Context: an optimization exercise on an open-source flow, tuned for small area and a short achievable clock period. The choices shown serve that exercise and are no tape-out recipe. In this exercise RTL edits were held to simulation tests only and were not proved equivalent to the original. No driver is modelled on the clock port, so clock power and skew are understated where the tree is cut down; a real chip needs a root buffer or a tree. Power and IR drop assume default switching activity.

## cpu_top
module cpu_top (
    input  logic                         clk,
    input  logic                         rstn,
    input  logic                         instr_valid,
    input  logic [31:0]                  instr,
    output logic                         retire_valid,
    output logic                         retire_we,
    output logic [32-1:0]         retire_pc,
    output logic [5-1:0]   retire_rd,
    output logic [32-1:0]         retire_data,
    output logic [16-1:0] retire_count
);
    logic        f_valid;
    logic [31:0] f_instr;
    always_ff @(posedge clk or negedge rstn) begin
        if (!rstn) f_valid <= 1'b0;
        else       f_valid <= instr_valid;
    end
    logic        e_we;
    logic [4:0]  e_rd;
    logic        we_nxt;
    logic        pa_fwd, pa_thru, pb_fwd, pb_thru;
    logic [3:0]  pa_lo, pb_lo;
    logic [7:0]  pa_hi, pb_hi;
    logic        f_fwd_a, f_thru_a, f_fwd_b, f_thru_b;
    logic [3:0]  f_lo_a, f_lo_b;
    logic [7:0]  f_hi_a, f_hi_b;
    rf_pre u_pre_a (
        .rs   (instr[19:15]),
        .e_we (e_we),
        .e_rd (e_rd),
  ...
Size: roughly 120 I/O pins, ~53,000 sq um of cells after synthesis.
clock: 10.0 ns
lec_check: 0
cap_margin: 20
core_margin: 2
core_utilization: 40
slew_margin: 20
synth_hierarchical: 1
standard.sh (not shown) runs the stock make flow with config.mk's settings and CLKGATE_MAP_FILE= SYNTH_SCRIPT=/design/flow/synth_recipe.tcl, a recipe that flattens the netlist after the stock synthesis.
==> flow/flow/run.sh <==
#!/bin/bash
# the standard layout, but for the clock tree, and with timing repair aimed
# below the design's period (repair_timing works until each path has
# SETUP_SLACK_MARGIN ns of slack).
#   1. standard.sh up to placement, with buf_2 as the port buffer cell
#   2. flow/cts.tcl in place of ORFS's cts step: a two-level clock tree of
#      clkbuf_16 (the clock port drives 4 roots, each root 16 leaves, each
#      leaf a compact cluster of about 20 flip-flops), then ORFS's timing
#      repair, area recovery (flow/downsize.tcl) and legalisation
#   3. standard.sh on to the end
# each step's output goes to its own log here; ORFS's own logs are in orfs/logs.
set -euo pipefail
M=7.2
bash standard.sh SETUP_SLACK_MARGIN=$M "BUFFER_PORTS_ARGS=-buffer_cell sky130_fd_sc_hd__buf_2" place > log_1_place.log 2>&1
bash standard.sh SETUP_SLACK_MARGIN=$M vars > log_2_vars.log 2>&1
P=${FLOW_PLATFORM:-sky130hd}
(
  set +u
  source orfs/objects/$P/cpu_top/base/vars.sh
  export SCRIPTS_DIR=$FLOW_HOME/scripts
  export FLOW_CLOCK_PORT=clk
  export FLOW_CTS_LEAVES=64
  export FLOW_CTS_ROOTS=4
  export FLOW_CTS_LEAF_CELL=sky130_fd_sc_hd__clkbuf_16
  export FLOW_CTS_ROOT_CELL=sky130_fd_sc_hd__clkbuf_16
  openroad -no_splash -exit -metrics "$LOG_DIR/4_1_cts.json" flow/cts.tcl > "$LOG_DIR/4_1_cts.log" 2>&1
) > log_3_cts.log 2>&1
cp orfs/logs/$P/cpu_top/base/4_1_cts.log log_3_cts.log
cp orfs/results/$P/cpu_top/base/4_1_cts.odb orfs/results/$P/cpu_top/base/4_cts.odb
bash standard.sh SETUP_SLACK_MARGIN=$M finish > log_4_finish.log 2>&1
Other scripts of this flow, unchanged in this note and not shown: flow/flow/cts.tcl, flow/flow/downsize.tcl
The baseline ran to the end with no violations.
==> next run, changes <==
--- a/flow/flow/run.sh
+++ b/flow/flow/run.sh
@@ -13 +13 @@
-M=7.2
+M=7.1
After rerunning:
- total power is higher by 0.38%
- global-route usage climbs by 0.31 points
- routed wire length climbs by 0.88%
- worst setup slack got worse by 21 ps
- critical path depth stays the same
- clock power is about the same
- worst hold slack improved by 8.3 ps
- final area fell by 0.59%
==> next run, changes <==
--- a/flow/flow/run.sh
+++ b/flow/flow/run.sh
@@ -13 +13 @@
-M=7.1
+M=6.9
Result: Register-to-register slack got worse by 50 ps. Design area is lower by about 2.7%. First-iteration DRC count barely changes. Clock power is about the same. Total power is lower by about 0.8%.
==> next run, changes <==
--- a/flow/flow/run.sh
+++ b/flow/flow/run.sh
@@ -13 +13 @@
-M=6.9
+M=7.0
Setup slack is better by 53 ps; cell area increases by 1.1%; first-iteration DRC count goes down by 4.7%.
In every run of this note, the design's own scripts or RTL, not TritonCTS, make the clock network.


== v31 ==
Starting RTL as in the previous note.
Design cpu_top, start of the top module:
module cpu_top (
    input  logic                         clk,
    input  logic                         rstn,
    input  logic                         instr_valid,
    input  logic [31:0]                  instr,
    output logic                         retire_valid,
    output logic                         retire_we,
    output logic [32-1:0]         retire_pc,
    output logic [5-1:0]   retire_rd,
    output logic [32-1:0]         retire_data,
    output logic [16-1:0] retire_count
);
export LEC_CHECK = 0
export CAP_MARGIN = 20
export CORE_MARGIN = 2
export CORE_UTILIZATION = 40
export SLEW_MARGIN = 20
export SYNTH_HIERARCHICAL = 1
create_clock -name core_clock -period 10.0 [get_ports {clk}]
==> flow/flow/run.sh <==
#!/bin/bash
# the standard layout, but for the clock tree, and with timing repair aimed
# below the design's period (repair_timing works until each path has
# SETUP_SLACK_MARGIN ns of slack).
#   1. standard.sh up to placement, with buf_2 as the port buffer cell
#   2. flow/cts.tcl in place of ORFS's cts step: a two-level clock tree of
#      clkbuf_16 (the clock port drives 4 roots, each root 16 leaves, each
#      leaf a compact cluster of about 20 flip-flops), then ORFS's timing
#      repair, area recovery (flow/downsize.tcl) and legalisation
#   3. standard.sh on to the end; global routing runs the area recovery
#      again after its timing repair (flow/grt_pre.tcl)
# each step's output goes to its own log here; ORFS's own logs are in orfs/logs.
set -euo pipefail
M=7.0
bash standard.sh SETUP_SLACK_MARGIN=$M "BUFFER_PORTS_ARGS=-buffer_cell sky130_fd_sc_hd__buf_2" place > log_1_place.log 2>&1
bash standard.sh SETUP_SLACK_MARGIN=$M vars > log_2_vars.log 2>&1
P=${FLOW_PLATFORM:-sky130hd}
(
  set +u
  source orfs/objects/$P/cpu_top/base/vars.sh
  export SCRIPTS_DIR=$FLOW_HOME/scripts
  export FLOW_CLOCK_PORT=clk
  export FLOW_CTS_LEAVES=64
  export FLOW_CTS_ROOTS=4
  export FLOW_CTS_LEAF_CELL=sky130_fd_sc_hd__clkbuf_16
  export FLOW_CTS_ROOT_CELL=sky130_fd_sc_hd__clkbuf_16
  openroad -no_splash -exit -metrics "$LOG_DIR/4_1_cts.json" flow/cts.tcl > "$LOG_DIR/4_1_cts.log" 2>&1
) > log_3_cts.log 2>&1
cp orfs/logs/$P/cpu_top/base/4_1_cts.log log_3_cts.log
cp orfs/results/$P/cpu_top/base/4_1_cts.odb orfs/results/$P/cpu_top/base/4_cts.odb
bash standard.sh SETUP_SLACK_MARGIN=$M PRE_GLOBAL_ROUTE_TCL=$PWD/flow/grt_pre.tcl finish > log_4_finish.log 2>&1
==> flow/flow/downsize.tcl <==
# area recovery after timing repair (downsize_cells below).

# re-estimate the parasitics of the nets on an instance's pins, which
# replace_cell leaves stale: from the placement per net, or from the global
# routes for the whole design.
proc downsize_update_nets { name src } {
  if { $src eq "global_routing" } {
    estimate_parasitics -global_routing
    return
  }
  foreach pin [get_pins -of_objects [get_cells $name]] {
    set net [get_nets -quiet -of_objects $pin]
    if { $net ne "" } {
      est::estimate_parasitic_net $net
    }
  }
}

# give each cell the smallest drive strength of its family that keeps the
# worst setup slack at or above min(target, the worst slack before recovery),
# with no max-slew or max-capacitance violation and the cell's output slew
# under max_slew ns; largest cells first. Clock tree buffers are left alone.
# src is the parasitics in use: placement or global_routing.
proc downsize_cells { target max_slew src } {
  set db [ord::get_db]
  set block [ord::get_db_block]
  set dont_use {}
  if { [info exists ::env(DONT_USE_CELLS)] } {
    set dont_use $::env(DONT_USE_CELLS)
  }
  set fam {}
  foreach lib [$db getLibs] {
    foreach m [$lib getMasters] {
      set n [$m getName]
      if { [regexp {^(sky130_fd_sc_hd__\w+)_(\d+)$} $n -> base d] } {
        if { [lsearch -exact $dont_use $n] < 0 } {
          dict lappend fam $base [list $d $n [$m getWidth]]
        }
      }
    }
  }
  set ws0 [worst_slack -max]
  set floor [expr { min($target, $ws0) }]
  puts "downsize: worst slack [format %.3f $ws0], keeping it at or above [format %.3f $floor]"
  set insts [lsort -command { apply { { a b } {
    expr { [[$b getMaster] getWidth] - [[$a getMaster] getWidth] } } } } [$block getInsts]]
  set count 0
  set saved 0
  foreach inst $insts {
    set m [$inst getMaster]
    if { [$m getType] ne "CORE" } { continue }
    set n [$m getName]
    if { ![regexp {^(sky130_fd_sc_hd__\w+)_(\d+)$} $n -> base d] } { continue }
    if { [string match "*clkbuf*" $base] || [string match "clkbuf_*" [$inst getName]] } { continue }
    if { ![dict exists $fam $base] } { continue }
    set name [$inst getName]
    foreach o [lsort -integer -index 0 [dict get $fam $base]] {
      lassign $o od on ow
      if { $od >= $d } { break }
      if { $ow > [$m getWidth] } { continue }
      replace_cell $name $on
      downsize_update_nets $name $src
      set ok [expr { [worst_slack -max] >= $floor
                     && [sta::max_slew_violation_count] == 0
                     && [sta::max_capacitance_violation_count] == 0 }]
      if { $ok } {
        foreach pin [get_pins -of_objects [get_cells $name] -filter "direction == output"] {
          foreach p { slew_max_rise slew_max_fall } {
            if { [get_property $pin $p] > $max_slew } { set ok 0 }
          }
        }
      }
      if { $ok } {
        incr count
        set saved [expr { $saved + [$m getWidth] - $ow }]
        break
      }
      replace_cell $name $n
      downsize_update_nets $name $src
    }
  }
  set dbu [$block getDbUnitsPerMicron]
  puts "downsize: $count cells smaller, [format %.0f [expr { $saved * 2720.0 / $dbu / $dbu }]] um2 saved (by width), worst slack now [format %.3f [worst_slack -max]]"
}
==> flow/flow/grt_pre.tcl <==
# sourced by ORFS's global_route.tcl at its start (PRE_GLOBAL_ROUTE_TCL): its
# power recovery step, which runs after the timing repair, becomes the area
# recovery of downsize.tcl, timed with the global routes' parasitics.
source [file join [file dirname [info script]] downsize.tcl]
proc recover_power_helper { } {
  estimate_parasitics -global_routing
  downsize_cells $::env(SETUP_SLACK_MARGIN) 1.0 global_routing
}
Other scripts of this flow, unchanged in this note and not shown: flow/flow/cts.tcl
## Diff of input files: v29 against v31
-- flow/flow/downsize.tcl --
<<< v31, line 22
# under max_slew ns; largest cells first. Clock tree buffers are left alone.
# src is the parasitics in use: placement or global_routing.
proc downsize_cells { target max_slew src } {
>>> v29, line 22
# under max_slew ns, and with the slack of the cell's outputs at least guard
# above that; largest cells first. Clock tree buffers are left alone. src is
# the parasitics in use: placement or global_routing.
proc downsize_cells { target max_slew src { guard 0.0 } } {
<<< v31, line 54
    if { [string match "*clkbuf*" $base] || [string match "clkbuf_*" [$inst getName]] } { continue }
>>> v29, line 55
    if { [string match "clkbuf_*" [$inst getName]] } { continue }
    set on_clock 0
    foreach it [$inst getITerms] {
      set net [$it getNet]
      if { $net ne "NULL" && [$it isOutputSignal] && [$net getSigType] eq "CLOCK" } { set on_clock 1 }
    }
    if { $on_clock } { continue }
<<< v31, line 71
>>> v29, line 78
          set s [get_property $pin slack_max]
          if { [string is double -strict $s] && $s < $floor + $guard } { set ok 0 }
-- flow/flow/grt_pre.tcl --
<<< v31, line 7
  downsize_cells $::env(SETUP_SLACK_MARGIN) 1.0 global_routing
>>> v29, line 7
  downsize_cells $::env(SETUP_SLACK_MARGIN) 1.0 global_routing 0.1
v29 vs. v31: final setup slack of the worst path went up 150 ps; first-pass iteration count of the detailed router went down 1; utilization after layout went up 0.24 points; routed via count went up 175.
| routed wire length | v29 vs v31 | ≈ equal |
Between v31 and v29, the worst hold slack across all endpoints does not differ in any meaningful way.
Diff v31..v29 | depth of the worst hold-timing path | unchanged
Re required time of the worst setup path: v29 is 2400 ps down on v31.
Compared with v31, in v29 design area climbed about 0.54%; reported leakage power dropped 0.00017 uW.
What v51 does differently from v29 at the input level:
-- flow/flow/grt_pre.tcl --
<<< v29, line 7
  downsize_cells $::env(SETUP_SLACK_MARGIN) 1.0 global_routing 0.1
>>> v51, line 7
  downsize_cells $::env(SETUP_SLACK_MARGIN) 1.0 global_routing 0.05
--- outcome ---
v51 went all the way through the flow, and no timing, DRC or antenna check failed. v29 ran to completion and came out clean on the timing, DRC and antenna checks. Between v29 and v51, the total power figures differ only marginally. v51 -> v29: half-perimeter wire length after detailed placement delta 0, exact match. Worst hold margin delta (v51 -> v29): insignificant. Looking at final cycle utilization of the critical path, v51 sits 0.95 points higher than v29 does. | power density over cell area | lower: v29 |. The setup slack of v51 is smaller than that of v29. In the flow results for v51 and v29, the proportion of layout cells with a drive suffix above 1 is larger on v29.
No run of this note takes its clock network from TritonCTS; it comes from the design's own scripts or RTL.

[separate check: timing with driven ports]
No port has a modelled driver above. Below, the same layouts with a new extraction and two added sets of constraints.
Step 1 sets driving cells, clkbuf_16 on the clock port and buf_2 on the other inputs (assumed; they add their load-dependent delay and slew).
Step 2, shift: input delay + t, output delay - t, t = (earliest + latest rising clock arrival at the registers) / 2. This alone moves slack from input paths to output paths.
a / b / c = ideal ports / drivers / drivers and shift; a / b = the first two.
| run | shift t [ns] | setup slack, ns | hold WS [ns] | latest minus earliest clock arrival (ns) |
|---|---|---|---|---|
| the first run of note 1 | 0.683 | 6.796 / 6.625 / 6.720 | 0.378 / 0.378 / 0.378 | 0.063 / 0.063 |
| the second run of note 1 | 0.718 | 6.775 / 6.589 / 6.645 | 0.386 / 0.386 / 0.386 | 0.089 / 0.090 |
| the third run of note 1 | 0.669 | 6.769 / 6.659 / 6.495 | 0.399 / 0.399 / 0.399 | 0.049 / 0.048 |
| the fourth run of note 1 | 0.705 | 6.821 / 6.635 / 6.556 | 0.383 / 0.383 / 0.383 | 0.067 / 0.067 |
| v31 | 0.705 | 6.674 / 6.634 / 6.360 | 0.383 / 0.383 / 0.383 | 0.068 / 0.067 |
| v29 | 0.706 | 6.823 / 6.638 / 6.537 | 0.384 / 0.384 / 0.384 | 0.070 / 0.070 |
| v51 | 0.707 | 6.729 / 6.640 / 6.479 | 0.382 / 0.382 / 0.382 | 0.064 / 0.065 |
After both steps setup and hold are still met in every run listed. For v31, which loses most, drivers alone change the setup slack by -0.040 ns; drivers and shift together by -0.314 ns.
